This is an optimization exercise on Yosys and OpenROAD, whose aim is small area and a short achievable clock period, not a production implementation.
At most, simulation tests tie the RTL to the original design; equivalence was not proved.
The RTL of run 1 was laid out without a check of its function.
Power figures rest on the tool's default switching activity, not on a simulated workload.

==> flow/design.v <==
`default_nettype none
package exec_pkg;
    localparam int XLEN = 32;
    typedef logic [XLEN-1:0] xlen_t;
    localparam logic [6:0] OPC_OP     = 7'b0110011;
    localparam logic [6:0] OPC_OP_IMM = 7'b0010011;
    localparam logic [6:0] OPC_LUI    = 7'b0110111;
    localparam logic [6:0] OPC_AUIPC  = 7'b0010111;
    localparam logic [6:0] OPC_BRANCH = 7'b1100011;
    localparam logic [6:0] OPC_JAL    = 7'b1101111;
    localparam logic [6:0] OPC_JALR   = 7'b1100111;
endpackage
`default_nettype wire
`default_nettype none
module ex_issue (
    input  logic        clk,
    input  logic        rst_n,
    input  logic        flush,
    input  logic        in_valid,
    input  logic [6:0]  in_opcode,
    input  logic [4:0]  in_rd,
    input  logic [2:0]  in_funct3,
    input  logic [6:0]  in_funct7,
    input  logic [31:0] in_imm,
    input  logic [31:0] in_pc,
    input  logic [31:0] in_rs1_val,
    input  logic [31:0] in_rs2_val,
    output logic        iss_valid,
    output logic [31:0] iss_a,
    output logic [31:0] iss_b,
    output logic [31:0] iss_pc,
    output logic [4:0]  iss_rd,
    output logic        iss_add,
    output logic        iss_sub,
    output logic        iss_sll,
    output logic        iss_sr,
    output logic        iss_cmp,
    output logic        iss_mod,
    output logic        iss_lx,
    output logic        iss_la,
    output logic        iss_link,
    output logic        iss_br,
    output logic        iss_eq,
    output logic        iss_lt,
    output logic        iss_beq,
    output logic        iss_blt,
    output logic        iss_binv
);
    logic is_op, is_opimm, is_lui, is_auipc, is_br, is_jal, is_jalr, is_alu;
    logic eq, lt;
    logic [2:0] f3;
    logic [6:2] op;
    logic p_alu, p_op, sub, sel_pc, sel_sh, sel_rs1;
    logic [31:0] rs1_rev;
    logic        sh_fill;
    logic        shamt;
    logic [31:0] sh_src, sh16;
    assign f3       = in_funct3;
    assign is_op    = (in_opcode == exec_pkg::OPC_OP);
    assign is_opimm = (in_opcode == exec_pkg::OPC_OP_IMM);
    assign is_lui   = (in_opcode == exec_pkg::OPC_LUI);
    assign is_auipc = (in_opcode == exec_pkg::OPC_AUIPC);
    assign is_br    = (in_opcode == exec_pkg::OPC_BRANCH);
    assign is_jal   = (in_opcode == exec_pkg::OPC_JAL);
    assign is_jalr  = (in_opcode == exec_pkg::OPC_JALR);
    assign is_alu   = is_op | is_opimm;
    assign op      = in_opcode[6:2];
    assign p_alu   = !op[6] & !op[2];
    assign p_op    = p_alu & op[5];
    assign sub     = p_alu & ((!f3[2] & f3[1]) |
                              ((f3 == 3'b000) & op[5] & in_funct7[5]));
    assign sel_pc  = op[6] ? (op[3] | !op[2]) : (!op[5] & op[2]);
    assign sel_sh  = p_alu & (f3[1:0] == 2'b01);
    assign sel_rs1 = (p_alu & (f3[1:0] != 2'b01)) | (op[6] & !op[3] & op[2]);
    always_comb begin
        for (int i = 0; i < 32; i++) begin
            rs1_rev[i] = in_rs1_val[31-i];
        end
    end
    assign shamt   = p_op ? in_rs2_val[4] : in_imm[4];
    assign sh_fill = f3[2] & in_funct7[5] & in_rs1_val[31];
    assign sh_src  = (f3[2] ? in_rs1_val : rs1_rev);
    assign sh16    = shamt ? {{16{sh_fill}}, sh_src[31:16]} : sh_src;
    branch_unit i_branch (
        .rs1    (in_rs1_val),
        .rs2    (in_rs2_val),
        .uns    (f3[1]),
        .eq     (eq),
        .lt     (lt)
    );
    always_ff @(posedge clk or negedge rst_n) begin
        if (!rst_n) begin
            iss_valid <= 1'b0;
        end else begin
            iss_valid <= in_valid && !flush;
        end
    end
    always_ff @(posedge clk) begin
        iss_a    <= ({32{sel_pc}} & in_pc) | ({32{sel_sh}} & sh16) |
                    ({32{sel_rs1}} & in_rs1_val);
        iss_b    <= (p_op ? in_rs2_val : in_imm) ^ {32{sub}};
        iss_pc   <= in_pc;
        iss_rd   <= in_rd;
        iss_add  <= (is_alu & (f3 == 3'b000)) | is_lui | is_auipc;
        iss_sub  <= sub;
        iss_sll  <= is_alu & (f3 == 3'b001);
        iss_sr   <= is_alu & (f3 == 3'b101);
        iss_cmp  <= is_alu & (f3[2:1] == 2'b01);
        iss_mod  <= f3[2] ? in_funct7[5] : (f3[1] & f3[0]);
        iss_lx   <= is_alu & f3[2] & !f3[0];
        iss_la   <= is_alu & f3[2] & f3[1];
        iss_link <= is_jal | is_jalr;
        iss_br   <= is_br;
        iss_eq   <= eq;
        iss_lt   <= lt;
        iss_beq  <= is_br & (f3[2:1] == 2'b00);
        iss_blt  <= is_br & f3[2];
        iss_binv <= f3[0];
    end
endmodule
`default_nettype wire
`default_nettype none
module int_alu (
    input  logic [31:0] a,
    input  logic [31:0] b,
    input  logic [31:0] pc,
    input  logic        op_add,
    input  logic        op_sub,
    input  logic        op_sll,
    input  logic        op_sr,
    input  logic        op_cmp,
    input  logic        op_mod,
    input  logic        op_lx,
    input  logic        op_la,
    input  logic        op_link,
    input  logic        op_br,
    output logic [31:0] rd_val,
    output logic [31:0] jump_pc
);
    logic [31:0] sum;
    logic        cout;
    logic        lt;
    logic [31:0] sh_out;
    logic [31:0] sh_rev;
    logic        fill;
    logic [31:0] link;
    add32 i_add (
        .a    (a),
        .b    (b),
        .cin  (op_sub),
        .s    (sum),
        .cout (cout)
    );
    assign lt = op_mod ? !cout : ((a[31] ^ !b[31]) ? a[31] : sum[31]);
    assign fill   = op_mod & a[31];
    assign sh_out = 32'($signed({fill, a}) >>> b[3:0]);
    always_comb begin
        for (int i = 0; i < 32; i++) begin
            sh_rev[i] = sh_out[31-i];
        end
    end
    inc30 i_inc (
        .a (pc[31:2]),
        .s (link[31:2])
    );
    assign link[1:0] = pc[1:0];
    assign rd_val = ({32{op_add}} & sum) |
                    ({32{op_sr}} & sh_out) |
                    ({32{op_sll}} & sh_rev) |
                    {31'd0, op_cmp & lt} |
                    ({32{op_lx}} & (a ^ b)) |
                    ({32{op_la}} & (a & b)) |
                    ({32{op_link}} & link);
    assign jump_pc = ({32{op_br}} & sum) |
                     ({32{op_link}} & {sum[31:1], 1'b0});
endmodule
module add32(input [31:0] a, b, input cin, output [31:0] s, output cout);
  logic [31:0] p0, G;
  always_comb begin
    logic [31:0] g, p;
    g = a & b; p = a ^ b;
    p0 = p;
    g[0] = g[0] | (p[0] & cin);
    for (int l = 1; l < 32; l = l*2)
      for (int i = 0; i < 32; i++)
        if ((i / l) % 2 == 1) begin
          g[i] = g[i] | (p[i] & g[(i/l)*l - 1]);
          p[i] = p[i] & p[(i/l)*l - 1];
        end
    G = g;
  end
  assign s[0] = p0[0] ^ cin;
  for (genvar i = 1; i < 32; i++) assign s[i] = p0[i] ^ G[i-1];
  assign cout = G[31];
endmodule
module inc30 (
    input  logic [29:0] a,
    output logic [29:0] s
);
    logic [29:0] t;    
    always_comb begin
        t = a;
        for (int l = 1; l < 30; l = l * 2) begin
            for (int i = 29; i >= l; i--) begin
                if ((i / l) % 2 == 1) begin
                    t[i] = t[i] & t[(i / l) * l - 1];
                end
            end
        end
    end
    assign s = a ^ {t[28:0], 1'b1};
endmodule
`default_nettype wire
`default_nettype none
module branch_unit (
    input  logic [31:0] rs1,
    input  logic [31:0] rs2,
    input  logic        uns,
    output logic        eq,
    output logic        lt
);
    logic [30:0] gt_b;    
    logic [30:0] lt_b;    
    logic        lt_lo;   
    logic        eq_lo;
    logic        sd;      
    assign gt_b = rs1[30:0] & ~rs2[30:0];
    assign lt_b = ~rs1[30:0] & rs2[30:0];
    always_comb begin
        logic [31:0] l, e;
        for (int i = 0; i < 31; i++) begin
            l[i] = lt_b[i];
            e[i] = !(gt_b[i] | lt_b[i]);
        end
        l[31] = 1'b0;
        e[31] = 1'b1;
        for (int w = 1; w < 32; w = w * 2) begin
            for (int i = 0; i < 32; i += 2 * w) begin
                l[i] = l[i + w] | (e[i + w] & l[i]);
                e[i] = e[i + w] & e[i];
            end
        end
        lt_lo = l[0];
        eq_lo = e[0];
    end
    assign sd = rs1[31] ^ rs2[31];
    assign eq = eq_lo & !sd;
    assign lt = sd ? (uns ? rs2[31] : rs1[31]) : lt_lo;
endmodule
`default_nettype wire
`default_nettype none
module ex_result (
    input  logic        clk,
    input  logic        rst_n,
    input  logic        flush,
    input  logic        iss_valid,
    input  logic [4:0]  rd,
    input  logic        rd_we,
    input  logic [31:0] rd_val,
    input  logic [31:0] pc,
    input  logic        jump,
    input  logic [31:0] jump_pc,
    input  logic        illegal,
    output logic        out_valid,
    output logic [4:0]  out_rd,
    output logic        out_rd_we,
    output logic [31:0] out_rd_val,
    output logic [31:0] out_pc,
    output logic        out_jump,
    output logic [31:0] out_jump_pc,
    output logic        out_illegal
);
    always_ff @(posedge clk or negedge rst_n) begin
        if (!rst_n) begin
            out_valid <= 1'b0;
        end else begin
            out_valid <= iss_valid && !flush;
        end
    end
    always_ff @(posedge clk) begin
        out_rd      <= rd;
        out_rd_we   <= rd_we;
        out_rd_val  <= rd_val;
        out_pc      <= pc;
        out_jump    <= jump;
        out_jump_pc <= jump_pc;
        out_illegal <= illegal;
    end
endmodule
`default_nettype wire
`default_nettype none
module ex_top (
    input  logic        clk,
    input  logic        rst_n,
    input  logic        flush,
    input  logic        in_valid,
    input  logic [6:0]  in_opcode,
    input  logic [4:0]  in_rd,
    input  logic [2:0]  in_funct3,
    input  logic [6:0]  in_funct7,
    input  logic [31:0] in_imm,
    input  logic [31:0] in_pc,
    input  logic [31:0] in_rs1_val,
    input  logic [31:0] in_rs2_val,
    output logic        out_valid,
    output logic [4:0]  out_rd,
    output logic        out_rd_we,
    output logic [31:0] out_rd_val,
    output logic [31:0] out_pc,
    output logic        out_jump,
    output logic [31:0] out_jump_pc,
    output logic        out_illegal
);
    logic        iss_valid;
    logic [31:0] iss_a, iss_b, iss_pc;
    logic [4:0]  iss_rd;
    logic        iss_add, iss_sub, iss_sll, iss_sr, iss_cmp, iss_mod;
    logic        iss_lx, iss_la, iss_link, iss_br;
    logic        iss_eq, iss_lt, iss_beq, iss_blt, iss_binv;
    logic        jump;
    logic [31:0] rd_val, jump_pc;
    logic        illegal, rd_we;
    ex_issue i_issue (
        .clk        (clk),
        .rst_n      (rst_n),
        .flush      (flush),
        .in_valid   (in_valid),
        .in_opcode  (in_opcode),
        .in_rd      (in_rd),
        .in_funct3  (in_funct3),
        .in_funct7  (in_funct7),
        .in_imm     (in_imm),
        .in_pc      (in_pc),
        .in_rs1_val (in_rs1_val),
        .in_rs2_val (in_rs2_val),
        .iss_valid  (iss_valid),
        .iss_a      (iss_a),
        .iss_b      (iss_b),
        .iss_pc     (iss_pc),
        .iss_rd     (iss_rd),
        .iss_add    (iss_add),
        .iss_sub    (iss_sub),
        .iss_sll    (iss_sll),
        .iss_sr     (iss_sr),
        .iss_cmp    (iss_cmp),
        .iss_mod    (iss_mod),
        .iss_lx     (iss_lx),
        .iss_la     (iss_la),
        .iss_link   (iss_link),
        .iss_br     (iss_br),
        .iss_eq     (iss_eq),
        .iss_lt     (iss_lt),
        .iss_beq    (iss_beq),
        .iss_blt    (iss_blt),
        .iss_binv   (iss_binv)
    );
    int_alu i_alu (
        .a       (iss_a),
        .b       (iss_b),
        .pc      (iss_pc),
        .op_add  (iss_add),
        .op_sub  (iss_sub),
        .op_sll  (iss_sll),
        .op_sr   (iss_sr),
        .op_cmp  (iss_cmp),
        .op_mod  (iss_mod),
        .op_lx   (iss_lx),
        .op_la   (iss_la),
        .op_link (iss_link),
        .op_br   (iss_br),
        .rd_val  (rd_val),
        .jump_pc (jump_pc)
    );
    assign illegal = !(iss_add | iss_sll | iss_sr | iss_cmp | iss_lx | iss_la |
                       iss_link | iss_br);
    assign jump    = iss_link |
                     (((iss_beq & iss_eq) | (iss_blt & iss_lt)) ^ (iss_binv & (iss_beq | iss_blt)));
    assign rd_we   = !illegal && !iss_br && (iss_rd != 5'd0);
    ex_result i_result (
        .clk         (clk),
        .rst_n       (rst_n),
        .flush       (flush),
        .iss_valid   (iss_valid),
        .rd          (iss_rd),
        .rd_we       (rd_we),
        .rd_val      (rd_val),
        .pc          (iss_pc),
        .jump        (jump),
        .jump_pc     (jump_pc),
        .illegal     (illegal),
        .out_valid   (out_valid),
        .out_rd      (out_rd),
        .out_rd_we   (out_rd_we),
        .out_rd_val  (out_rd_val),
        .out_pc      (out_pc),
        .out_jump    (out_jump),
        .out_jump_pc (out_jump_pc),
        .out_illegal (out_illegal)
    );
endmodule
`default_nettype wire
`default_nettype none
module ex_stage (
    input  logic        clk,
    input  logic        rst_n,
    input  logic        flush,
    input  logic        in_valid,
    input  logic [6:0]  in_opcode,
    input  logic [4:0]  in_rd,
    input  logic [2:0]  in_funct3,
    input  logic [6:0]  in_funct7,
    input  logic [31:0] in_imm,
    input  logic [31:0] in_pc,
    input  logic [31:0] in_rs1_val,
    input  logic [31:0] in_rs2_val,
    output logic        out_valid,
    output logic [4:0]  out_rd,
    output logic        out_rd_we,
    output logic [31:0] out_rd_val,
    output logic [31:0] out_pc,
    output logic        out_jump,
    output logic [31:0] out_jump_pc,
    output logic        out_illegal
);
    ex_top i_ex_top (
        .clk         (clk),
        .rst_n       (rst_n),
        .flush       (flush),
        .in_valid    (in_valid),
        .in_opcode   (in_opcode),
        .in_rd       (in_rd),
        .in_funct3   (in_funct3),
        .in_funct7   (in_funct7),
        .in_imm      (in_imm),
        .in_pc       (in_pc),
        .in_rs1_val  (in_rs1_val),
        .in_rs2_val  (in_rs2_val),
        .out_valid   (out_valid),
        .out_rd      (out_rd),
        .out_rd_we   (out_rd_we),
        .out_rd_val  (out_rd_val),
        .out_pc      (out_pc),
        .out_jump    (out_jump),
        .out_jump_pc (out_jump_pc),
        .out_illegal (out_illegal)
    );
endmodule
`default_nettype wire
==> flow/flow/run.sh <==
#!/bin/bash
# ORFS's synthesis as synth_recipe.tcl runs it (same registers), except that
# the full/half adder extraction is skipped and ABC maps with
# flow/abc.script; then the standard layout, with plain buf_1 cells as port
# buffers and clock tree clusters of up to 24 sinks under clkbuf_16 cells.
set -euo pipefail
W=$PWD
{
  cat <<EOT
proc extract_fa {args} {}
proc abc {args} {
  set i [lsearch -exact \$args -script]
  lset args [expr {\$i + 1}] $W/flow/abc.script
  yosys abc {*}\$args
}
EOT
  cat synth_recipe.tcl
} > synth_custom.tcl
bash standard.sh SYNTH_SCRIPT=$W/synth_custom.tcl synth > synth.log 2>&1
CTS_ARGS="-sink_clustering_enable -repair_clock_nets -buf_list sky130_fd_sc_hd__clkbuf_16 -sink_clustering_size 24 -sink_clustering_max_diameter 120 -dont_use_dummy_load" BUFFER_PORTS_ARGS="-buffer_cell sky130_fd_sc_hd__buf_1" bash standard.sh finish > layout.log 2>&1
==> flow/flow/abc.script <==
strash
dch
map -B 0.9
topo
stime -c
buffer -c
upsize -c
dnsize -c
==> flow/standard.sh <==
#!/bin/bash
# synth_recipe.tcl (not shown) runs the flow's synth.tcl, then flattens the netlist and writes it again
# the make line also repeats each setting of config.mk as NAME=value (left out here)
make -C /OpenROAD-flow-scripts/flow DESIGN_CONFIG=/design/flow/config.mk WORK_HOME=/design/flow/orfs CLKGATE_MAP_FILE= SYNTH_SCRIPT=/design/flow/synth_recipe.tcl "${@:-finish}"
==> flow/config.mk <==
export PLATFORM = sky130hd
export DESIGN_NAME = ex_stage
export DESIGN_NICKNAME = ex_stage
export VERILOG_FILES = /design/flow/design.v
export SDC_FILE = /design/flow/constraint.sdc
export NUM_CORES = 4
export LEC_CHECK = 0
export CAP_MARGIN = 20
export CORE_MARGIN = 2
export CORE_UTILIZATION = 45
export SETUP_SLACK_MARGIN = 2.8
export SLEW_MARGIN = 20
==> flow/constraint.sdc <==
create_clock -name core_clock -period 5.0 [get_ports {clk}]
set_input_delay 1.0000 -clock core_clock [delete_from_list [all_inputs] [get_ports {clk}]]
set_output_delay 1.0000 -clock core_clock [all_outputs]
set_load 0.01 [all_outputs]
==> results of run 1 <==
-- where the power goes --
| group | internal (mW) | switching (mW) | total (mW) |
|---|---|---|---|
| Clock | 0.467 | 0.561 | 1.03 |
| Sequential | 1.87 | 0.118 | 1.99 |
| Combinational | 0.419 | 0.840 | 1.26 |
-- worst max-delay path: stages --
cell	delay, ns
clkbuf_2	0.09
buf_4	0.28
o21ai_0	0.76
a21oi_1	0.17
a221o_1	0.28
-- routing by layer --
metal / vias to the layer above / global-route usage (%) / share of wire [%]
li1: 6517 / - / -
met1: 5998 / 44.9 / 45
met2: 656 / 47.2 / 43
met3: 84 / 2.88 / 8.3
met4: 0 / 9.15 / 3.6
met5: - / 0 / 0
-- cells in the mapped netlist (4+ instances only) --
| library cell | n |
|---|---|
| buf_2 | 13 |
| inv_2 | 15 |
| dfxtp_1 | 220 |
| o22ai_1 | 14 |
| a221o_1 | 16 |
| nor2_2 | 9 |
| mux2i_1 | 9 |
| nand2_2 | 8 |
| o211ai_1 | 50 |
| xor2_1 | 46 |
| a211oi_1 | 6 |
| buf_4 | 4 |
| and2_1 | 4 |
| nor2_1 | 224 |
| or2_2 | 8 |
| nand2_1 | 513 |
| nor3_1 | 17 |
| nand3_2 | 6 |
| nand2_4 | 5 |
| clkbuf_1 | 49 |
| inv_1 | 176 |
| o2111ai_1 | 11 |
| buf_1 | 6 |
| nor3b_1 | 5 |
| a21oi_1 | 62 |
| nand3_1 | 133 |
| a31oi_1 | 11 |
| a21boi_0 | 4 |
| nand4_1 | 16 |
| o21ai_0 | 127 |
| o21ai_1 | 8 |
-- stage by stage --
step	total power [mW]	setup WS (ns)	hold WS [ns]	cell area [um^2]	utilization (%)
finish	4.28	2.77	0.267	14800	55.2
global route	4.49	2.71	0.261	14800	55.2
CTS	4.17	2.76	0.253	14000	52.5
detailed placement	3.12	1.57	0.337	13400	50.1
global placement	3.11	1.62	0.336	13400	50.1
floorplan	2.76	2.80	0.331	12200	-
-- worst max-delay path by stage --
stage	from	to	slack (ns)	depth (start not counted)
2_1_floorplan	in_opcode[6]	i_ex_top.i_issue.iss_b[0]	2.80	7
3_3_place_gp	in_opcode[6]	i_ex_top.i_issue.iss_a[31]	1.62	10
3_5_place_dp	in_opcode[6]	i_ex_top.i_issue.iss_a[18]	1.57	10
4_1_cts	in_opcode[2]	i_ex_top.i_issue.iss_a[12]	2.76	7
5_1_grt	i_ex_top.i_issue.iss_pc[3]	i_ex_top.i_result.out_rd_val[21]	2.71	14
6_report	in_funct3[2]	i_ex_top.i_issue.iss_a[31]	2.77	5
-- cell type report --
type	count	area, um^2	share of cell area, %
Clock buffer	13	325	2.20
Inverter	194	754	5.11
Multi-Input combinational cell	1354	7090	48.0
Sequential cell	222	4480	30.3
Tap cell	341	427	2.89
Timing Repair Buffer	311	1690	11.4
-- cells by family (layout without fill, tap and decap cells) --
group / after synthesis / after routing
compound gates: 333 / 333
xor+xnor: 50 / 50
buf+inv: 269 / 518
flops: 222 / 222
mux: 9 / 9
simple gates: 960 / 962
-- sequential cells by signal (all words and copies together) (netlist names), 5 cells and up --
name	count
i_ex_top.i_issue.iss_b	32
i_ex_top.i_issue.iss_pc	32
i_ex_top.i_issue.iss_rd	5
i_ex_top.i_result.out_pc	32
i_ex_top.i_result.out_rd	5
i_ex_top.i_result.out_jump_pc	32
i_ex_top.i_issue.iss_a	32
i_ex_top.i_result.out_rd_val	32
-- what timing repair did --
action	4_1_cts	5_1_grt
buffers inserted	11	20
pin swaps	4	41
gates resized for setup	39	127
hold buffers	0	0
gates cloned	3	7
setup endpoints to repair	121	92
==> qor.yml, run 1 <==
grt_pass1_vias: 11692
period_share_pct: 44.6
drt_wl_total_um: 46700
cp.required_ns: 5.36
cts-root-buf: "clkbuf_16"
synth.area.top_cells: "dfxtp_1, nand2_1, nor2_1, nand3_1, inv_1"
n_antenna_cell: 0
first_pass_iters: 6
cts_tree: "done"
synth_edf_count: 0
slew_violations: 0
fmax_ghz: 0.448
synth_top_family_by_area: "simple AND/OR/NAND/NOR gates"
vias_per_cell: 5.44
routed-via-count: 13255
dpl.hpwl_um: 35400
max-vdd-ir-drop_mv: 0.187
grt_use_total_pct: 30.5
worstMarginPinSlew_ns: 0.932
portBuffers: 252
synth_mux_area_share_pct: 0.740
drtAntennaViolNets: 0
syn_inst: 1843
synthToLayoutAreaGrowth_pct: 21.2
core_area_um2: 26700
grt_max_degree: 68
path_clk_slew_ns: 0.09
initialDrtViolationCount: 1205
die_width_um: 168
cts_buffer_depth: 3
yosysSeqAreaShare_pct: 36.6
relSlewSlack_pct: 37.8
critical_path.max_fanout: 67
routabilityCongestion: 0.965
rows: 60
synthXorXnorAreaFrac_pct: 3.66
fp.dieH_um: 168
outcome: "no timing/DRC/antenna violations"
synth_compound_area_share_pct: 16.9
ys.warnings.count: 6
p_leak_nw: 6.61
r2r-end: "i_ex_top.i_result.out_rd_val[19]"
overflow: 0
drc: 0
top_level_ports: 259
synthAdderAreaFrac_pct: 0
ys_ff_latch: 222
nNetsFinal: 2250
r2r_start: "i_ex_top.i_issue.iss_pc[3]"
finClkSkew_ns: 0.0423
syn_avg_cell_area_um2: 6.61
ff2ff_path_depth: 15
period_needed_ns: 2.23
synth-async-reset-ratio_pct: 0.901
synth_top_area_cell: "dfxtp_1"
synth_cell_type_count: 58
setup_viol: 0
reg2reg_slack_ns: 2.79
maxCapViolCount: 0
fillers: 2754
tns_ns: 0
final_cell_mix: "nand2_1, buf_1, dfxtp_1"
hold_viol: 0
syn_area_um2: 12200
dp.cells: 2380
final_common_cell: "nand2_1"
rsz0062_at_grt: "yes"
dieArea_um2: 28400
wl_per_cell_um: 19.2
endpoint_kind: "flip-flop"
critPathLaunchType: "primary input"
cts.sinks: 222
synth_top_area_share_pct: 36.2
cts-buffers-inserted: 13
worstPathArrival_ns: 2.59
h-tree-depth: 1
layout.cells.non_filler: 2435
yosys.area_share.simple_pct: 33.4
powerDensity_nw_per_um2: 290
crit_type: "primary input to flip-flop"
grt_antenna_before_repair: 0
worstSkewPairLatency_ns: 0.50
start_util_pct: 45.6
drive_gt1_share_pct: 11.0
hold_path.class: "primary input to async pin"
ys.flop_type: "dfxtp_1"
grt_pass1_wl_um: 66100
==> run 2: changes to the inputs <==
--- a/flow/design.v
+++ b/flow/design.v
@@ -53,8 +53,8 @@
     logic p_alu, p_op, sub, sel_pc, sel_sh, sel_rs1;
     logic [31:0] rs1_rev;
     logic        sh_fill;
-    logic        shamt;
-    logic [31:0] sh_src, sh16;
+    logic [1:0]  shamt;
+    logic [31:0] sh_src, sh16, sh8;
     assign f3       = in_funct3;
     assign is_op    = (in_opcode == exec_pkg::OPC_OP);
     assign is_opimm = (in_opcode == exec_pkg::OPC_OP_IMM);
@@ -77,10 +77,11 @@
             rs1_rev[i] = in_rs1_val[31-i];
         end
     end
-    assign shamt   = p_op ? in_rs2_val[4] : in_imm[4];
+    assign shamt   = p_op ? in_rs2_val[4:3] : in_imm[4:3];
     assign sh_fill = f3[2] & in_funct7[5] & in_rs1_val[31];
     assign sh_src  = (f3[2] ? in_rs1_val : rs1_rev);
-    assign sh16    = shamt ? {{16{sh_fill}}, sh_src[31:16]} : sh_src;
+    assign sh16    = shamt[1] ? {{16{sh_fill}}, sh_src[31:16]} : sh_src;
+    assign sh8     = shamt[0] ? {{8{sh_fill}}, sh16[31:8]} : sh16;
     branch_unit i_branch (
         .rs1    (in_rs1_val),
         .rs2    (in_rs2_val),
@@ -96,7 +97,7 @@
         end
     end
     always_ff @(posedge clk) begin
-        iss_a    <= ({32{sel_pc}} & in_pc) | ({32{sel_sh}} & sh16) |
+        iss_a    <= ({32{sel_pc}} & in_pc) | ({32{sel_sh}} & sh8) |
                     ({32{sel_rs1}} & in_rs1_val);
         iss_b    <= (p_op ? in_rs2_val : in_imm) ^ {32{sub}};
         iss_pc   <= in_pc;
@@ -153,7 +154,7 @@
     );
     assign lt = op_mod ? !cout : ((a[31] ^ !b[31]) ? a[31] : sum[31]);
     assign fill   = op_mod & a[31];
-    assign sh_out = 32'($signed({fill, a}) >>> b[3:0]);
+    assign sh_out = 32'($signed({fill, a}) >>> b[2:0]);
     always_comb begin
         for (int i = 0; i < 32; i++) begin
             sh_rev[i] = sh_out[31-i];
==> flow/flow/run.sh (replaced) <==
#!/bin/bash
# ORFS's synthesis as synth_recipe.tcl runs it (same registers), except that
# the full/half adder extraction is skipped and ABC maps with
# flow/abc.script; then the standard layout, with plain buf_1 cells as port
# buffers and clock tree clusters of up to 32 sinks under clkbuf_16 cells.
set -euo pipefail
W=$PWD
{
  cat <<EOT
proc extract_fa {args} {}
proc abc {args} {
  set i [lsearch -exact \$args -script]
  lset args [expr {\$i + 1}] $W/flow/abc.script
  yosys abc {*}\$args
}
EOT
  cat synth_recipe.tcl
} > synth_custom.tcl
bash standard.sh SYNTH_SCRIPT=$W/synth_custom.tcl synth > synth.log 2>&1
CTS_ARGS="-sink_clustering_enable -repair_clock_nets -buf_list sky130_fd_sc_hd__clkbuf_16 -sink_clustering_size 32 -sink_clustering_max_diameter 150 -dont_use_dummy_load" BUFFER_PORTS_ARGS="-buffer_cell sky130_fd_sc_hd__buf_1" bash standard.sh finish > layout.log 2>&1
==> run 2 against run 1 <==
Against the previous run: sequential power about the same; via count down 1.9%; first-iteration DRC count up 6.9%; sequential cell count unchanged; still clean; synthesized area down 0.16%.
==> qor.yml, run 2 <==
reg2reg_slack_ns: 2.93  # was 2.79 ns
ys_top_cells_by_count: "nand2_1, dfxtp_1, nor2_1"  # was nand2_1, nor2_1, dfxtp_1
fmax_ghz: 0.455  # was 0.448 GHz
worstMarginPinSlew_ns: 0.794  # was 0.932 ns
synth.area.top_cells: "dfxtp_1, nand2_1, nor2_1, nand3_1, inv_1"  # unchanged
powerDensity_nw_per_um2: 285  # was 290 nW/um^2
cts-buffers-inserted: 10  # was 13
holdBufCountCts: 0  # unchanged
final_util_pct: 54.1  # was 55.2%
multi_input_area_um2: 7020  # was 7090 um^2
cts_buffer_depth: 3  # unchanged
synth_top_area_share_pct: 36.2  # about the same
r2r-end: "i_ex_top.i_result.out_rd_val[18]"  # was i_ex_top.i_result.out_rd_val[19]
core_area_um2: 26700  # unchanged
final_common_cell: "nand2_1"  # unchanged
cp.required_ns: 5.40  # was 5.36 ns
cp_slowest_stage_delay_ns: 0.20  # was 0.76 ns
finClkSkew_ns: 0.0167  # was 0.0423 ns
grt_max_degree: 53  # was 68
ff2ff_path_depth: 11  # was 15
synth_top_area_cell: "dfxtp_1"  # unchanged
nNetsFinal: 2215  # was 2250
routabilityCongestion: 0.945  # was 0.965
syn_area_um2: 12200  # about the same
portBuffers: 252  # unchanged
synth_edf_count: 0  # unchanged
first_pass_iters: 5  # was 6
crit_slowest_cell: "a211oi_1"  # was o21ai_0
endpoint_kind: "flip-flop"  # unchanged
critPathBufInv: 4  # was 2
worstPathCellList: "buf_4 -> nor2_4 -> clkinv_4 -> nor2_8 -> nand2_2 -> o21ai_4 -> buf_12 -> inv_12 -> a211oi_1 -> a21oi_1 -> nand2_1 -> nand3_1 -> o211ai_1"  # was clkbuf_2 -> buf_4 -> o21ai_0 -> a21oi_1 -> a221o_1
critical_path.max_fanout: 22  # was 67
h-tree-depth: 1  # unchanged
path_delay_family: "simple AND/OR/NAND/NOR gates"  # was compound AO/OA/AOI/OAI gates
synth_compound_area_share_pct: 17.1  # was 16.9%
slew_violations: 0  # unchanged
path_clk_slew_ns: 0.12  # was 0.09 ns
overflow: 0  # unchanged
dpl.hpwl_um: 35200  # was 35400 um
grt_pass1_vias: 11637  # was 11692
setup_viol: 0  # unchanged
rsz0062_at_grt: "yes"  # unchanged
top_level_ports: 259  # unchanged
cts_tree: "done"  # unchanged
grt_antenna_before_repair: 0  # unchanged
grt_pass1_wl_um: 67000  # was 66100 um
yosysSeqAreaShare_pct: 36.6  # about the same
relSlewSlack_pct: 46.5  # was 37.8%
synth_mux_area_share_pct: 0.741  # was 0.740%
p_leak_nw: 6.32  # was 6.61 nW
n_antenna_cell: 0  # unchanged
synthToLayoutAreaGrowth_pct: 18.8  # was 21.2%
fp.dieH_um: 168  # about the same
crit_type: "primary input to flip-flop"  # unchanged
synth_cell_type_count: 56  # was 58
ys.flop_type: "dfxtp_1"  # unchanged
yosysMostFrequentCell: "nand2_1"  # unchanged
yosys.area_share.simple_pct: 32.8  # was 33.4%
worstSkewPairLatency_ns: 0.48  # was 0.50 ns
final_cell_mix: "nand2_1, buf_1, dfxtp_1"  # unchanged
tns_ns: 0  # unchanged
synthAdderAreaFrac_pct: 0  # unchanged
synthXorXnorAreaFrac_pct: 4.23  # was 3.66%
hold_viol: 0  # unchanged
critPathLaunchType: "primary input"  # unchanged
drt_wl_total_um: 46400  # was 46700 um
worstPathArrival_ns: 2.60  # was 2.59 ns
wl_per_cell_um: 19.3  # was 19.2 um
max-vdd-ir-drop_mv: 0.181  # was 0.187 mV
grt_use_total_pct: 30.8  # was 30.5%
drtAntennaViolNets: 0  # unchanged
ys.warnings.count: 6  # unchanged
period_needed_ns: 2.20  # was 2.23 ns
ys_ff_latch: 222  # unchanged
die_width_um: 168  # about the same
r2r_start: "i_ex_top.i_issue.iss_b[0]"  # was i_ex_top.i_issue.iss_pc[3]
syn_inst: 1819  # was 1843
period_share_pct: 44.0  # was 44.6%
routed-via-count: 13002  # was 13255
initialDrtViolationCount: 1288  # was 1205
layout.cells.non_filler: 2400  # was 2435
syn_avg_cell_area_um2: 6.68  # was 6.61 um^2
synth_top_family_by_area: "simple AND/OR/NAND/NOR gates"  # unchanged
outcome: "no timing/DRC/antenna violations"  # unchanged
maxCapViolCount: 0  # unchanged
dp.cells: 2353  # was 2380
start_util_pct: 45.5  # was 45.6%
hold_path.class: "primary input to async pin"  # unchanged
cts-root-buf: "clkbuf_16"  # unchanged
seqCellArea_um2: 4470  # was 4480 um^2
rows: 60  # unchanged
drc: 0  # unchanged
fillers: 2761  # was 2754
dieArea_um2: 28300  # was 28400 um^2
synth-async-reset-ratio_pct: 0.901  # unchanged
drive_gt1_share_pct: 10.1  # was 11.0%
cts.sinks: 222  # unchanged
vias_per_cell: 5.42  # was 5.44
[run 2: cell types whose count changed in the layout (fill, tap and decap cells not counted), moves of 8 or more]
cell | before | now
nand3_1 | 128 | 140
buf_4 | 40 | 28
nor2_2 | 30 | 19
o21ai_0 | 103 | 116
a22oi_1 | 0 | 12
inv_1 | 172 | 162
nand4_1 | 16 | 7
a221o_1 | 16 | 8
nand2_1 | 502 | 486
o21ai_1 | 27 | 11
[run 2: repair_timing]
item                                    CTS  global route
endpoints found under the setup margin  113           114
pin swaps                                 4            15
gates resized for setup                  30            85
cloned                                    6             7
buffers inserted                         13            11
[run 2: power by group]
| group | switching (mW) | total (mW) | internal [mW] |
|---|---|---|---|
| clock network | 0.532 | 0.897 | 0.365 |
| registers | 0.118 | 1.99 | 1.87 |
| logic | 0.822 | 1.23 | 0.405 |
[run 2: worst max path at each step]
stage | from | to | cells after the start
after detailed placement | in_opcode[6] | i_ex_top.i_issue.iss_a[15] | 11
after global routing | i_ex_top.i_issue.iss_b[1] | i_ex_top.i_result.out_rd_val[25] | 11
after global placement | in_opcode[6] | i_ex_top.i_issue.iss_a[15] | 11
after CTS | i_ex_top.i_issue.iss_b[0] | i_ex_top.i_result.out_rd_val[31] | 16
final | in_opcode[6] | i_ex_top.i_issue.iss_a[4] | 13
after floorplan | in_opcode[6] | i_ex_top.i_issue.iss_a[25] | 10
[run 2: final cells by class]
| type | instances | area share (%) |
|---|---|---|
| clock buffers | 10 | 1.73 |
| inverters | 186 | 5.11 |
| multi-input cells | 1339 | 48.6 |
| flip-flops and latches | 222 | 31.0 |
| well taps | 341 | 2.95 |
| repair buffers | 298 | 10.4 |
| repair inverters | 4 | 0.191 |
[run 2: cells by family (layout without fill, tap and decap cells)]
family | count (synthesis) | after routing
mux | 9 | 9
xor+xnor | 57 | 57
buf+inv | 262 | 498
compound gates | 337 | 337
flops | 222 | 222
simple gates | 932 | 936
[run 2: worst reg2reg max path: stages, from the launching register on]
cell	delay, ns
dfxtp_4	0.42
inv_2	0.11
buf_6	0.18
nand2_1	0.06
and2_1	0.13
nand2_1	0.05
o21ai_0	0.10
o21ai_1	0.16
nand2_1	0.10
o2111ai_1	0.20
a31oi_2	0.36
nand2_1	0.09
[run 2: stage by stage]
stage          power [mW]  hold WS, ns  worst slack (ns)  instance area (um^2)
2_1_floorplan        2.76        0.331              2.73                 12200
3_3_place_gp         3.10        0.335              1.39                 13400
3_5_place_dp         3.11        0.339              1.40                 13400
4_1_cts              4.02        0.264              2.74                 13900
5_1_grt              4.33        0.255              2.75                 14400
6_report             4.11        0.276              2.80                 14400
[run 2: routing by layer]
layer | up-vias | wire length [um] | track usage [%]
li1 | 6424 | - | -
met1 | 5880 | 21200 | 44.4
met2 | 616 | 20200 | 48.1
met3 | 82 | 3750 | 4.42
met4 | 0 | 1340 | 8.55
met5 | - | 0 | 0
==> run 3: changes to the inputs <==
==> flow/flow/run.sh (replaced) <==
#!/bin/bash
# ORFS's synthesis as synth_recipe.tcl runs it (same registers), except that
# the full/half adder extraction is skipped and ABC maps with
# flow/abc.script; then the standard layout, with plain buf_1 cells as port
# buffers, clock tree clusters of up to 24 sinks under clkbuf_16 cells, and
# the buffers ABC inserted removed before placement.
set -euo pipefail
W=$PWD
{
  cat <<EOT
proc extract_fa {args} {}
proc abc {args} {
  set i [lsearch -exact \$args -script]
  lset args [expr {\$i + 1}] $W/flow/abc.script
  yosys abc {*}\$args
}
EOT
  cat synth_recipe.tcl
} > synth_custom.tcl
bash standard.sh SYNTH_SCRIPT=$W/synth_custom.tcl synth > synth.log 2>&1
REMOVE_ABC_BUFFERS=1 CTS_ARGS="-sink_clustering_enable -repair_clock_nets -buf_list sky130_fd_sc_hd__clkbuf_16 -sink_clustering_size 24 -sink_clustering_max_diameter 120 -dont_use_dummy_load" BUFFER_PORTS_ARGS="-buffer_cell sky130_fd_sc_hd__buf_1" bash standard.sh finish > layout.log 2>&1
==> run 3 against run 2 <==
Against the previous run: still clean on timing, DRC and antenna; global-route usage shrank 0.74 points; power increased by 3.4%; via count hardly changed.
==> qor.yml, run 3 <==
ys.flop_type: "dfxtp_1"  # unchanged
grt_antenna_before_repair: 0  # unchanged
synth-async-reset-ratio_pct: 0.901  # unchanged
worstPathArrival_ns: 2.57  # was 2.60 ns
drtAntennaViolNets: 0  # unchanged
hold_viol: 0  # unchanged
final_cell_mix: "nand2_1, buf_1, dfxtp_1"  # unchanged
rsz0062_at_grt: "yes"  # unchanged
worstMarginPinSlew_ns: 0.994  # was 0.794 ns
cts-root-buf: "clkbuf_16"  # unchanged
cts_buffer_depth: 3  # unchanged
powerDensity_nw_per_um2: 289  # was 285 nW/um^2
syn_area_um2: 12200  # unchanged
critPathLaunchType: "primary input"  # unchanged
tns_ns: 0  # unchanged
core_area_um2: 26700  # unchanged
dpl.hpwl_um: 34400  # was 35200 um
critPathLaunch: "in_opcode[6]"  # unchanged
synth_top_area_share_pct: 36.2  # unchanged
grt_use_total_pct: 30.1  # was 30.8%
syn_inst: 1819  # unchanged
vias_per_cell: 5.39  # was 5.42
grt_pass1_vias: 11492  # was 11637
hold_path.class: "primary input to async pin"  # unchanged
relSlewSlack_pct: 33.0  # was 46.5%
syn_avg_cell_area_um2: 6.68  # unchanged
seqCellArea_um2: 4470  # about the same
dieArea_um2: 28300  # unchanged
grt_max_degree: 53  # unchanged
nNetsFinal: 2226  # was 2215
crit_type: "primary input to flip-flop"  # unchanged
ys.warnings.count: 6  # unchanged
final_util_pct: 55.0  # was 54.1%
maxCapViolCount: 0  # unchanged
critical_path.max_fanout: 11  # was 22
overflow: 0  # unchanged
dp.cells: 2355  # was 2353
fp.dieH_um: 168  # unchanged
max-vdd-ir-drop_mv: 0.178  # was 0.181 mV
multi_input_area_um2: 7060  # was 7020 um^2
synthToLayoutAreaGrowth_pct: 20.9  # was 18.8%
final_common_cell: "nand2_1"  # unchanged
initialDrtViolationCount: 1241  # was 1288
portBuffers: 252  # unchanged
cts_tree: "done"  # unchanged
ys_top_cells_by_count: "nand2_1, dfxtp_1, nor2_1"  # unchanged
routabilityCongestion: 0.992  # was 0.945
ff2ff_path_depth: 13  # was 11
rows: 60  # unchanged
grt_pass1_wl_um: 65700  # was 67000 um
setup_viol: 0  # unchanged
p_leak_nw: 6.46  # was 6.32 nW
layout.cells.non_filler: 2411  # was 2400
yosysMostFrequentCell: "nand2_1"  # unchanged
drc: 0  # unchanged
wl_per_cell_um: 18.7  # was 19.3 um
period_needed_ns: 2.22  # was 2.20 ns
synth_edf_count: 0  # unchanged
drive_gt1_share_pct: 10.6  # was 10.1%
die_width_um: 168  # unchanged
first_pass_iters: 5  # unchanged
drt_wl_total_um: 45100  # was 46400 um
fmax_ghz: 0.451  # was 0.455 GHz
ys_ff_latch: 222  # unchanged
h-tree-depth: 1  # unchanged
outcome: "no timing/DRC/antenna violations"  # unchanged
synth_top_area_cell: "dfxtp_1"  # unchanged
reg2reg_slack_ns: 2.87  # was 2.93 ns
cts.sinks: 222  # unchanged
cp.required_ns: 5.35  # was 5.40 ns
routed-via-count: 13004  # was 13002
finClkSkew_ns: 0.0483  # was 0.0167 ns
fin_ws_ns: 2.78  # was 2.80 ns
synth.area.top_cells: "dfxtp_1, nand2_1, nor2_1, nand3_1, inv_1"  # unchanged
place_area_um2: 13300  # was 13400 um^2
preCtsSetupSlack_ns: 1.47  # was 1.40 ns
design_area_um2: 14700  # was 14400 um^2
slew_violations: 0  # unchanged
synth_cell_type_count: 56  # unchanged
endpoint_kind: "flip-flop"  # unchanged
fillers: 2715  # was 2761
period_share_pct: 44.4  # was 44.0%
r2r_start: "i_ex_top.i_issue.iss_b[0]"  # unchanged
n_antenna_cell: 0  # unchanged
top_level_ports: 259  # unchanged
worstSkewPairLatency_ns: 0.50  # was 0.48 ns
path_clk_slew_ns: 0.09  # was 0.12 ns
cts-buffers-inserted: 13  # was 10
yosysSeqAreaShare_pct: 36.6  # unchanged
start_util_pct: 45.5  # unchanged
[run 3: cell counts after synthesis]
Identical to the previous run, type by type.
[run 3: through the flow]
stage / total power [mW] / hold WS [ns]
final: 4.25 / 0.271
after global routing: 4.47 / 0.257
after CTS: 4.16 / 0.263
after detailed placement: 3.10 / 0.337
after global placement: 3.09 / 0.336
after floorplan: 2.72 / 0.331
[run 3: final cells by class]
type,instances,share of cell area [%]
Sequential cell,222,30.4
Clock buffer,13,2.21
Timing Repair Buffer,307,11.0
Inverter,186,5.06
Timing Repair inverter,6,0.357
Tap cell,341,2.90
Multi-Input combinational cell,1336,48.0
[run 3: kinds of logic (layout without fill, tap and decap cells)]
kind of cell / Yosys count / count (layout) / synth area share (%)
and+or+nand+nor: 932 / 933 / 32.8
xor gates and xnor gates: 57 / 57 / 4.23
muxes: 9 / 9 / 0.741
DFF: 222 / 222 / 36.6
buffers and inverters: 262 / 512 / 8.56
AOI/OAI and AO/OA: 337 / 337 / 17.1
[run 3: repair_timing]
item | in CTS | in global routing
cloned | 5 | 7
hold buffers | 0 | 0
pin swaps | 7 | 23
setup endpoints to repair | 101 | 110
resized for setup | 44 | 106
setup buffers | 12 | 19
[run 3: where the power goes]
group	total (mW)	switching [mW]	internal, mW
clock network	1.03	0.559	0.467
registers	1.99	0.113	1.87
logic	1.24	0.830	0.414
[run 3: worst max-delay path, stage by stage]
cell and delay (ns):
buf_8 0.10, nor2_4 0.15, inv_4 0.07, nor2_8 0.13, buf_12 0.13, o21ai_4 0.06
buf_12 0.16, buf_6 0.13, inv_8 0.14, a211oi_4 0.05, a21oi_2 0.21, nand2_1 0.08
nand3_1 0.07, o211ai_1 0.08
[run 3: path summary, 6_finish.rpt]
check / to
setup / recovery: i_ex_top.i_issue.iss_a[9]
hold / removal: i_ex_top.i_issue.iss_valid
setup reg to reg: i_ex_top.i_result.out_rd_val[9]
hold reg to reg: i_ex_top.i_result.out_pc[1]
max in group asynchronous: i_ex_top.i_result.out_valid
min in group core_clock: i_ex_top.i_result.out_pc[1]
[run 3: metal layers]
layer	vias to the layer above	wire, um	GRT usage, %
met2	526	19800	47.1
li1	6446	-	-
met5	-	0	0
met3	75	3020	2.70
met4	0	1170	7.91
met1	5957	21100	44.4
==> run 4: changes to the inputs <==
==> flow/flow/run.sh (replaced) <==
#!/bin/bash
# ORFS's synthesis as synth_recipe.tcl runs it (same registers), except that
# the full/half adder extraction is skipped and ABC maps with
# flow/abc.script; then the standard layout, with plain buf_1 cells as port
# buffers and clock tree clusters of up to 16 sinks under clkbuf_8 cells.
set -euo pipefail
W=$PWD
{
  cat <<EOT
proc extract_fa {args} {}
proc abc {args} {
  set i [lsearch -exact \$args -script]
  lset args [expr {\$i + 1}] $W/flow/abc.script
  yosys abc {*}\$args
}
EOT
  cat synth_recipe.tcl
} > synth_custom.tcl
bash standard.sh SYNTH_SCRIPT=$W/synth_custom.tcl synth > synth.log 2>&1
CTS_ARGS="-sink_clustering_enable -repair_clock_nets -buf_list sky130_fd_sc_hd__clkbuf_8 -sink_clustering_size 16 -sink_clustering_max_diameter 80 -dont_use_dummy_load" BUFFER_PORTS_ARGS="-buffer_cell sky130_fd_sc_hd__buf_1" bash standard.sh finish > layout.log 2>&1
==> run 4 against run 3 <==
Against the previous run: still clean on timing, DRC and antenna; cell count fell by 0.17%; combinational power hardly changed; global-route usage grew 0.67 points; largest power group unchanged; highest routed layer unchanged.
==> qor.yml, run 4 <==
outcome: "no timing/DRC/antenna violations"  # unchanged
initialDrtViolationCount: 1121  # was 1241
fmax_ghz: 0.456  # was 0.451 GHz
cts_tree: "done"  # unchanged
synth-async-reset-ratio_pct: 0.901  # unchanged
cp.required_ns: 5.38  # was 5.35 ns
yosysSeqAreaShare_pct: 36.6  # unchanged
synth_top_area_share_pct: 36.2  # unchanged
ys.flop_type: "dfxtp_1"  # unchanged
start_util_pct: 45.5  # unchanged
dpl.hpwl_um: 35200  # was 34400 um
cts-root-buf: "clkbuf_8"  # was clkbuf_16
worstSkewPairLatency_ns: 0.56  # was 0.50 ns
critical_path.max_fanout: 33  # was 11
synth_edf_count: 0  # unchanged
drt_wl_total_um: 46600  # was 45100 um
powerDensity_nw_per_um2: 289  # about the same
grt_max_degree: 53  # unchanged
syn_inst: 1819  # unchanged
grt_pass1_wl_um: 66900  # was 65700 um
max-vdd-ir-drop_mv: 0.148  # was 0.178 mV
maxCapViolCount: 0  # unchanged
fin_ws_ns: 2.81  # was 2.78 ns
design_area_um2: 14300  # was 14700 um^2
routabilityCongestion: 0.945  # was 0.992
critPathLaunchType: "primary input"  # unchanged
wl_per_cell_um: 19.3  # was 18.7 um
fin_hold_ws_ns: 0.201  # was 0.271 ns
layout.cells.non_filler: 2407  # was 2411
grt_antenna_before_repair: 0  # unchanged
endpoint_kind: "flip-flop"  # unchanged
dieArea_um2: 28300  # unchanged
cts_buffer_depth: 3  # unchanged
portBuffers: 252  # unchanged
fp.dieH_um: 168  # unchanged
grt_pass1_vias: 11649  # was 11492
final_cell_mix: "nand2_1, buf_1, dfxtp_1"  # unchanged
nNetsFinal: 2222  # was 2226
ys_ff_latch: 222  # unchanged
overflow: 0  # unchanged
synth.area.top_cells: "dfxtp_1, nand2_1, nor2_1, nand3_1, inv_1"  # unchanged
top_level_ports: 259  # unchanged
drtAntennaViolNets: 0  # unchanged
final_common_cell: "nand2_1"  # unchanged
routed-via-count: 12984  # was 13004
vias_per_cell: 5.39  # about the same
hold_viol: 0  # unchanged
drive_gt1_share_pct: 9.63  # was 10.6%
place_area_um2: 13400  # was 13300 um^2
setup_viol: 0  # unchanged
period_share_pct: 43.8  # was 44.4%
h-tree-depth: 1  # unchanged
ys.warnings.count: 6  # unchanged
syn_area_um2: 12200  # unchanged
cts.sinks: 222  # unchanged
yosysMostFrequentCell: "nand2_1"  # unchanged
dp.cells: 2353  # was 2355
ys_top_cells_by_count: "nand2_1, dfxtp_1, nor2_1"  # unchanged
final_util_pct: 53.6  # was 55.0%
first_pass_iters: 7  # was 5
worstMarginPinSlew_ns: 0.813  # was 0.994 ns
core_area_um2: 26700  # unchanged
hold_path.class: "primary input to async pin"  # unchanged
finClkSkew_ns: 0.0756  # was 0.0483 ns
relSlewSlack_pct: 45.2  # was 33.0%
grt_use_total_pct: 30.8  # was 30.1%
n_antenna_cell: 0  # unchanged
slew_violations: 0  # unchanged
worstPathArrival_ns: 2.58  # was 2.57 ns
drc: 0  # unchanged
syn_avg_cell_area_um2: 6.68  # unchanged
synth_top_area_cell: "dfxtp_1"  # unchanged
period_needed_ns: 2.19  # was 2.22 ns
p_leak_nw: 6.29  # was 6.46 nW
preCtsSetupSlack_ns: 1.40  # was 1.47 ns
path_clk_slew_ns: 0.10  # was 0.09 ns
rows: 60  # unchanged
die_width_um: 168  # unchanged
rsz0062_at_grt: "yes"  # unchanged
synth_cell_type_count: 56  # unchanged
holdBufCountCts: 0  # unchanged
cts-buffers-inserted: 19  # was 13
totalPowerFinal_mw: 4.14  # was 4.25 mW
tns_ns: 0  # unchanged
crit_type: "primary input to flip-flop"  # unchanged
synthToLayoutAreaGrowth_pct: 17.9  # was 20.9%
[run 4: critical path, stage by stage]
cell and delay [ns]:
buf_1 0.14, inv_1 0.12, nand3_1 0.13, o31ai_1 0.40, nand2_4 0.44, xor2_1 0.29
[run 4: logic make-up (layout without fill, tap and decap cells)]
| group | after synthesis | in the layout | synth area share [%] |
|---|---|---|---|
| XOR/XNOR | 57 | 57 | 4.23 |
| flip-flops | 222 | 222 | 36.6 |
| buffers and inverters | 262 | 505 | 8.56 |
| multiplexers | 9 | 9 | 0.741 |
| AO/OA/AOI/OAI | 337 | 337 | 17.1 |
| AND/OR/NAND/NOR | 932 | 936 | 32.8 |
[run 4: cell type report]
cell class,count,area (um^2)
well taps,341,427
repair inverters,4,27.5
inverters,186,731
multi-input cells,1339,6950
repair buffers,296,1460
fillers,2795,12400
clock buffers,19,262
flip-flops and latches,222,4480
[run 4: repair_timing]
| item | CTS | global route |
|---|---|---|
| gates cloned | 4 | 8 |
| pin swaps | 4 | 10 |
| setup endpoints to repair | 114 | 96 |
| resized for setup | 28 | 62 |
| buffers inserted | 8 | 15 |
[run 4: final timing paths]
check,start,to,slack (ns),cells past startpoint
max,in_funct3[1],i_ex_top.i_issue.iss_b[19],2.81,6
min,rst_n,i_ex_top.i_issue.iss_valid,0.20,1
max reg2reg,i_ex_top.i_issue.iss_pc[2],i_ex_top.i_result.out_rd_val[28],2.91,13
min reg2reg,i_ex_top.i_issue.iss_rd[3],i_ex_top.i_result.out_rd[3],0.36,0
max in group asynchronous,rst_n,i_ex_top.i_result.out_valid,4.68,1
min in group core_clock,i_ex_top.i_issue.iss_rd[3],i_ex_top.i_result.out_rd[3],0.36,0
[run 4: layer usage]
layer	vias up	global-route usage (%)	wire, um
li1	6440	-	-
met1	5856	44.5	20900
met2	591	47.9	20200
met3	97	4.42	4000
met4	0	8.40	1410
met5	-	0	0
[run 4: report_power, final]
| group | internal [mW] | switching [mW] |
|---|---|---|
| sequential | 1.87 | 0.118 |
| clock | 0.341 | 0.575 |
| combinational | 0.409 | 0.823 |
==> run 5: changes to the inputs <==
==> flow/flow/run.sh (replaced) <==
#!/bin/bash
# ORFS's synthesis as synth_recipe.tcl runs it (same registers), except that
# the full/half adder extraction is skipped and ABC maps with
# flow/abc.script; then the standard layout, with plain buf_1 cells as port
# buffers, clock tree clusters of up to 16 sinks under clkbuf_8 cells, and
# no gate cloning in timing repair.
set -euo pipefail
W=$PWD
{
  cat <<EOT
proc extract_fa {args} {}
proc abc {args} {
  set i [lsearch -exact \$args -script]
  lset args [expr {\$i + 1}] $W/flow/abc.script
  yosys abc {*}\$args
}
EOT
  cat synth_recipe.tcl
} > synth_custom.tcl
bash standard.sh SYNTH_SCRIPT=$W/synth_custom.tcl synth > synth.log 2>&1
SKIP_GATE_CLONING=1 CTS_ARGS="-sink_clustering_enable -repair_clock_nets -buf_list sky130_fd_sc_hd__clkbuf_8 -sink_clustering_size 16 -sink_clustering_max_diameter 80 -dont_use_dummy_load" BUFFER_PORTS_ARGS="-buffer_cell sky130_fd_sc_hd__buf_1" bash standard.sh finish > layout.log 2>&1
==> run 5 against run 4 <==
Against the previous run: still clean on timing, DRC and antenna; sequential power about the same; synthesized area unchanged; power fell by 1.3%; sequential cell count stayed put; non-clock buffer count fell by 6; die area stayed put; clock power decreased by 0.7%; sequential share of layout area grew 0.42 points; routed wire length fell by 2.3%; global-route usage shrank 0.29 points; combinational power fell by 3%.
==> qor.yml, run 5 <==
fp.dieH_um: 168  # unchanged
drtAntennaViolNets: 0  # unchanged
ys.warnings.count: 6  # unchanged
period_share_pct: 43.7  # was 43.8%
overflow: 0  # unchanged
cts.sinks: 222  # unchanged
cts_tree: "done"  # unchanged
fmax_ghz: 0.458  # was 0.456 GHz
nNetsFinal: 2208  # was 2222
layout.cells.non_filler: 2393  # was 2407
dp.cells: 2353  # unchanged
grt_pass1_wl_um: 66200  # was 66900 um
rsz0062_at_grt: "yes"  # unchanged
worstMarginPinSlew_ns: 0.750  # was 0.813 ns
synthToLayoutAreaGrowth_pct: 16.1  # was 17.9%
drc: 0  # unchanged
yosysMostFrequentCell: "nand2_1"  # unchanged
critical_path.max_fanout: 22  # was 33
syn_area_um2: 12200  # unchanged
slew_violations: 0  # unchanged
worstSkewPairLatency_ns: 0.56  # about the same
powerDensity_nw_per_um2: 289  # about the same
first_pass_iters: 5  # was 7
finClkSkew_ns: 0.0762  # was 0.0756 ns
cts-buffers-inserted: 19  # unchanged
die_width_um: 168  # unchanged
grt_antenna_before_repair: 0  # unchanged
r2r-end: "i_ex_top.i_result.out_rd_val[28]"  # unchanged
drt_wl_total_um: 45500  # was 46600 um
cp.required_ns: 5.45  # was 5.38 ns
portBuffers: 252  # unchanged
synth_edf_count: 0  # unchanged
wl_per_cell_um: 19.0  # was 19.3 um
cts_buffer_depth: 3  # unchanged
yosysSeqAreaShare_pct: 36.6  # unchanged
hold_viol: 0  # unchanged
period_needed_ns: 2.18  # was 2.19 ns
p_leak_nw: 6.22  # was 6.29 nW
max-vdd-ir-drop_mv: 0.145  # was 0.148 mV
routabilityCongestion: 0.945  # unchanged
fillers: 2803  # was 2795
relSlewSlack_pct: 49.5  # was 45.2%
syn_avg_cell_area_um2: 6.68  # unchanged
grt_pass1_vias: 11584  # was 11649
holdBufCountCts: 0  # unchanged
tns_ns: 0  # unchanged
totalPowerFinal_mw: 4.08  # was 4.14 mW
h-tree-depth: 1  # unchanged
worstPathArrival_ns: 2.63  # was 2.58 ns
core_area_um2: 26700  # unchanged
initialDrtViolationCount: 1233  # was 1121
drive_gt1_share_pct: 8.72  # was 9.63%
maxCapViolCount: 0  # unchanged
top_level_ports: 259  # unchanged
dpl.hpwl_um: 35200  # unchanged
final_common_cell: "nand2_1"  # unchanged
ys_ff_latch: 222  # unchanged
setup_viol: 0  # unchanged
synth-async-reset-ratio_pct: 0.901  # unchanged
reg2reg_slack_ns: 2.91  # about the same
critPathLaunchType: "primary input"  # unchanged
path_clk_slew_ns: 0.09  # was 0.10 ns
synth_top_area_cell: "dfxtp_1"  # unchanged
cts-root-buf: "clkbuf_8"  # unchanged
syn_inst: 1819  # unchanged
synth.area.top_cells: "dfxtp_1, nand2_1, nor2_1, nand3_1, inv_1"  # unchanged
synth_cell_type_count: 56  # unchanged
start_util_pct: 45.5  # unchanged
ys_top_cells_by_count: "nand2_1, dfxtp_1, nor2_1"  # unchanged
r2r_start: "i_ex_top.i_issue.iss_pc[2]"  # unchanged
final_cell_mix: "nand2_1, buf_1, dfxtp_1"  # unchanged
n_antenna_cell: 0  # unchanged
dieArea_um2: 28300  # unchanged
grt_use_total_pct: 30.5  # was 30.8%
ff2ff_path_depth: 13  # unchanged
grt_max_degree: 53  # unchanged
fin_hold_ws_ns: 0.208  # was 0.201 ns
outcome: "no timing/DRC/antenna violations"  # unchanged
rows: 60  # unchanged
routed-via-count: 12872  # was 12984
synth_top_area_share_pct: 36.2  # unchanged
hold_path.class: "primary input to async pin"  # unchanged
vias_per_cell: 5.38  # was 5.39
ys.flop_type: "dfxtp_1"  # unchanged
endpoint_kind: "flip-flop"  # unchanged
crit_type: "primary input to flip-flop"  # unchanged
[run 5: stage by stage]
step / util [%] / setup slack, ns / area (um^2)
2_1_floorplan: - / 2.73 / 12200
3_3_place_gp: 50.0 / 1.39 / 13400
3_5_place_dp: 50.0 / 1.40 / 13400
4_1_cts: 51.8 / 2.80 / 13800
5_1_grt: 52.8 / 2.76 / 14100
6_report: 52.8 / 2.82 / 14100
[run 5: worst max-delay path by stage]
stage                                           from                          endpoint  slack [ns]  depth (start not counted)
after floorplan                         in_opcode[6]        i_ex_top.i_issue.iss_a[25]        2.73                         10
after global placement                  in_opcode[6]        i_ex_top.i_issue.iss_a[15]        1.39                         11
after detailed placement                in_opcode[6]        i_ex_top.i_issue.iss_a[15]        1.40                         11
after CTS                               in_opcode[6]        i_ex_top.i_issue.iss_a[25]        2.80                         11
after global routing      i_ex_top.i_issue.iss_pc[2]  i_ex_top.i_result.out_rd_val[28]        2.76                         13
final                                   in_opcode[6]         i_ex_top.i_issue.iss_a[4]        2.82                         12
[run 5: worst max-delay path, stage by stage]
cell and delay [ns]:
clkbuf_2 0.13, nor2_4 0.16, inv_2 0.09, nor2_8 0.13, nand2_2 0.08, o21ai_4 0.11
clkinv_8 0.18, buf_16 0.21, a21oi_1 0.17, nand2_1 0.13, nand3_1 0.12, o211ai_1 0.09
[run 5: kinds of logic after synthesis]
group / synth area share, %
flip-flops: 36.6
XOR/XNOR: 4.23
multiplexers: 0.741
AO/OA/AOI/OAI: 17.1
AND/OR/NAND/NOR: 32.8
buffers and inverters: 8.56
[run 5: layout make-up]
type	instances	area, um^2	share of cell area [%]
sequential	222	4470	31.7
clock buffer	19	262	1.85
timing repair buffer	290	1370	9.73
tap	341	427	3.02
multi-input combinational	1335	6860	48.6
inverter	186	729	5.17
[run 5: what timing repair did]
item                       in CTS  in global routing
gates cloned                    0                  0
setup endpoints to repair     114                 69
pin swaps                       3                  6
resized for setup              22                 49
buffers inserted               12                  9
[run 5: where the power goes]
group | leakage [nW] | total (mW) | internal, mW | switching, mW
clock network | 0.137 | 0.910 | 0.341 | 0.569
logic | 4.23 | 1.19 | 0.385 | 0.802
registers | 1.85 | 1.99 | 1.87 | 0.115
total | 6.22 | 4.08 | 2.60 | 1.49
[run 5: per-layer routing]
layer,vias up,routed length [um],GRT usage (%)
met5,-,0,0
met4,0,1120,8.28
met3,79,3620,4.40
met2,547,19700,47.1
met1,5835,21000,44.3
li1,6411,-,-
==> run 6: changes to the inputs <==
==> flow/flow/run.sh (replaced) <==
#!/bin/bash
# ORFS's synthesis as synth_recipe.tcl runs it (same registers), except that
# the full/half adder extraction is skipped and ABC maps with
# flow/abc.script; then the standard layout, with plain buf_1 cells as port
# buffers, clock tree clusters of up to 24 sinks under clkbuf_16 cells, and
# no gate cloning in timing repair.
set -euo pipefail
W=$PWD
{
  cat <<EOT
proc extract_fa {args} {}
proc abc {args} {
  set i [lsearch -exact \$args -script]
  lset args [expr {\$i + 1}] $W/flow/abc.script
  yosys abc {*}\$args
}
EOT
  cat synth_recipe.tcl
} > synth_custom.tcl
bash standard.sh SYNTH_SCRIPT=$W/synth_custom.tcl synth > synth.log 2>&1
SKIP_GATE_CLONING=1 CTS_ARGS="-sink_clustering_enable -repair_clock_nets -buf_list sky130_fd_sc_hd__clkbuf_16 -sink_clustering_size 24 -sink_clustering_max_diameter 120 -dont_use_dummy_load" BUFFER_PORTS_ARGS="-buffer_cell sky130_fd_sc_hd__buf_1" bash standard.sh finish > layout.log 2>&1
--- a/flow/config.mk
+++ b/flow/config.mk
@@ -8,5 +8,5 @@
 export CAP_MARGIN = 20
 export CORE_MARGIN = 2
 export CORE_UTILIZATION = 45
-export SETUP_SLACK_MARGIN = 2.8
+export SETUP_SLACK_MARGIN = 2.85
 export SLEW_MARGIN = 20
==> run 6 against run 5 <==
Against the previous run: still clean on timing, DRC and antenna; clock-buffer cell count shrank 6; critical path depth grew 1; worst setup slack gained 0.022 ns; global-route usage grew 0.69 points; fmax grew 1.0%; via count grew 2.6%; combinational power grew 7%; clock power grew 12%; power grew 5.0%; critical path type unchanged.
==> qor.yml, run 6 <==
synth.area.top_cells: "dfxtp_1, nand2_1, nor2_1, nand3_1, inv_1"  # unchanged
slew_violations: 0  # unchanged
ys_ff_latch: 222  # unchanged
syn_inst: 1819  # unchanged
setup_viol: 0  # unchanged
critPathLaunch: "in_opcode[2]"  # was in_opcode[6]
fmax_ghz: 0.462  # was 0.458 GHz
synth_top_area_cell: "dfxtp_1"  # unchanged
cts-root-buf: "clkbuf_16"  # was clkbuf_8
ys_top_cells_by_count: "nand2_1, dfxtp_1, nor2_1"  # unchanged
grt_antenna_before_repair: 0  # unchanged
syn_area_um2: 12200  # unchanged
top_level_ports: 259  # unchanged
path_clk_slew_ns: 0.08  # was 0.09 ns
vias_per_cell: 5.47  # was 5.38
first_pass_iters: 6  # was 5
synth_cell_type_count: 56  # unchanged
fp.dieH_um: 168  # unchanged
drt_wl_total_um: 47000  # was 45500 um
design_area_um2: 14800  # was 14100 um^2
dieArea_um2: 28300  # unchanged
ys.flop_type: "dfxtp_1"  # unchanged
critical_path.max_fanout: 8  # was 22
overflow: 0  # unchanged
core_area_um2: 26700  # unchanged
fin_hold_ws_ns: 0.294  # was 0.208 ns
final_util_pct: 55.5  # was 52.8%
rows: 60  # unchanged
routed-via-count: 13211  # was 12872
drc: 0  # unchanged
synth_top_area_share_pct: 36.2  # unchanged
grt_pass1_vias: 11823  # was 11584
fin_ws_ns: 2.84  # was 2.82 ns
final_common_cell: "nand2_1"  # unchanged
period_share_pct: 43.3  # was 43.7%
ys.warnings.count: 6  # unchanged
h-tree-depth: 1  # unchanged
tns_ns: 0  # unchanged
r2r_start: "i_ex_top.i_issue.iss_a[7]"  # was i_ex_top.i_issue.iss_pc[2]
dp.cells: 2353  # unchanged
relSlewSlack_pct: 42.3  # was 49.5%
finClkSkew_ns: 0.0257  # was 0.0762 ns
syn_avg_cell_area_um2: 6.68  # unchanged
wl_per_cell_um: 19.5  # was 19.0 um
crit_type: "primary input to flip-flop"  # unchanged
endpoint_kind: "flip-flop"  # unchanged
final_cell_mix: "nand2_1, buf_1, dfxtp_1"  # unchanged
grt_use_total_pct: 31.2  # was 30.5%
grt_pass1_wl_um: 67800  # was 66200 um
powerDensity_nw_per_um2: 289  # about the same
cts_tree: "done"  # unchanged
ff2ff_path_depth: 13  # unchanged
cp.required_ns: 5.35  # was 5.45 ns
cts-buffers-inserted: 13  # was 19
n_antenna_cell: 0  # unchanged
worstSkewPairLatency_ns: 0.48  # was 0.56 ns
place_area_um2: 13400  # about the same
initialDrtViolationCount: 1405  # was 1233
max-vdd-ir-drop_mv: 0.171  # was 0.145 mV
totalPowerFinal_mw: 4.29  # was 4.08 mW
outcome: "no timing/DRC/antenna violations"  # unchanged
worstMarginPinSlew_ns: 0.857  # was 0.750 ns
nNetsFinal: 2229  # was 2208
synthToLayoutAreaGrowth_pct: 22.1  # was 16.1%
critPathLaunchType: "primary input"  # unchanged
yosysSeqAreaShare_pct: 36.6  # unchanged
cts_buffer_depth: 3  # unchanged
fillers: 2716  # was 2803
die_width_um: 168  # unchanged
maxCapViolCount: 0  # unchanged
drtAntennaViolNets: 0  # unchanged
worstPathArrival_ns: 2.51  # was 2.63 ns
yosysMostFrequentCell: "nand2_1"  # unchanged
grt_max_degree: 53  # unchanged
hold_viol: 0  # unchanged
portBuffers: 252  # unchanged
hold_path.class: "primary input to async pin"  # unchanged
holdBufCountCts: 0  # unchanged
drive_gt1_share_pct: 12.1  # was 8.72%
p_leak_nw: 6.49  # was 6.22 nW
synth_edf_count: 0  # unchanged
layout.cells.non_filler: 2414  # was 2393
period_needed_ns: 2.16  # was 2.18 ns
routabilityCongestion: 0.930  # was 0.945
synth-async-reset-ratio_pct: 0.901  # unchanged
dpl.hpwl_um: 35400  # was 35200 um
cts.sinks: 222  # unchanged
preCtsSetupSlack_ns: 1.42  # was 1.40 ns
start_util_pct: 45.5  # unchanged
rsz0062_at_grt: "yes"  # unchanged
[run 6: cell counts after synthesis]
No cell type changed its count.
[run 6: cell type report]
type | instances | area [um^2] | share of cell area, %
well taps | 341 | 427 | 2.87
flip-flops and latches | 222 | 4470 | 30.1
clock buffers | 13 | 325 | 2.19
inverters | 186 | 749 | 5.05
multi-input cells | 1335 | 7160 | 48.2
repair buffers | 317 | 1710 | 11.5
[run 6: cells by family after synthesis]
family                 after synthesis  share of synthesized area (%)
buffers and inverters              262                           8.56
XOR/XNOR                            57                           4.23
multiplexers                         9                          0.741
AND/OR/NAND/NOR                    932                           32.8
flip-flops                         222                           36.6
AO/OA/AOI/OAI                      337                           17.1
[run 6: worst max-delay path, stage by stage]
cell	delay, ns
buf_8	0.10
nor2_4	0.13
inv_4	0.06
nor2_8	0.11
buf_12	0.13
o21ai_4	0.08
inv_8	0.12
buf_12	0.12
nand2_8	0.08
buf_12	0.17
o21ai_4	0.08
a21oi_2	0.07
a221o_1	0.25
[run 6: final timing paths]
check / to / slack [ns]
setup / recovery: i_ex_top.i_issue.iss_a[26] / 2.84
hold / removal: i_ex_top.i_issue.iss_valid / 0.29
setup reg to reg: i_ex_top.i_result.out_rd_val[17] / 2.89
hold reg to reg: i_ex_top.i_result.out_rd[0] / 0.35
max in group asynchronous: i_ex_top.i_result.out_valid / 4.58
min in group core_clock: i_ex_top.i_result.out_rd[0] / 0.35
[run 6: power by group]
part / leakage (nW) / internal, mW / switching (mW) / total (mW)
registers: 1.85 / 1.87 / 0.117 / 1.99
logic: 4.47 / 0.429 / 0.845 / 1.27
clock network: 0.160 / 0.467 / 0.557 / 1.02
[run 6: layer usage]
metal / vias up / GRT usage, % / wire [um]
met5: - / 0 / 0
met4: 0 / 9.22 / 1510
met3: 96 / 3.13 / 3530
met2: 647 / 48.2 / 20500
met1: 6002 / 45.8 / 21500
li1: 6466 / - / -
[run 6: repair_timing]
action,in CTS,in global routing
pin swaps,3,28
endpoints found under the setup margin,120,114
setup buffers,19,29
gates resized for setup,43,133

[afterwards: timing with drivers on the ports]
The results above use ideal ports. As a check the final layouts listed here were re-extracted and re-timed, cells and wires unchanged.
Step 1 assumes that a clkbuf_16 drives the clock port and a buf_2 every other input.
Step 2 also shifts input and output timing later by t, the mid clock arrival at the registers, as if the neighbouring blocks saw the same clock.
a / b / c = ideal ports / drivers / drivers and shift; a / b = the first two.
run	shift t [ns]	setup slack, ns
run 1	0.528	2.770 / 2.793 / 2.265
run 2	0.520	2.800 / 2.829 / 2.309
run 3	0.528	2.782 / 2.794 / 2.266
run 4	0.577	2.809 / 2.838 / 2.261
run 5	0.570	2.815 / 2.840 / 2.270
run 6	0.518	2.837 / 2.839 / 2.321
After both steps every run listed still meets setup and hold.
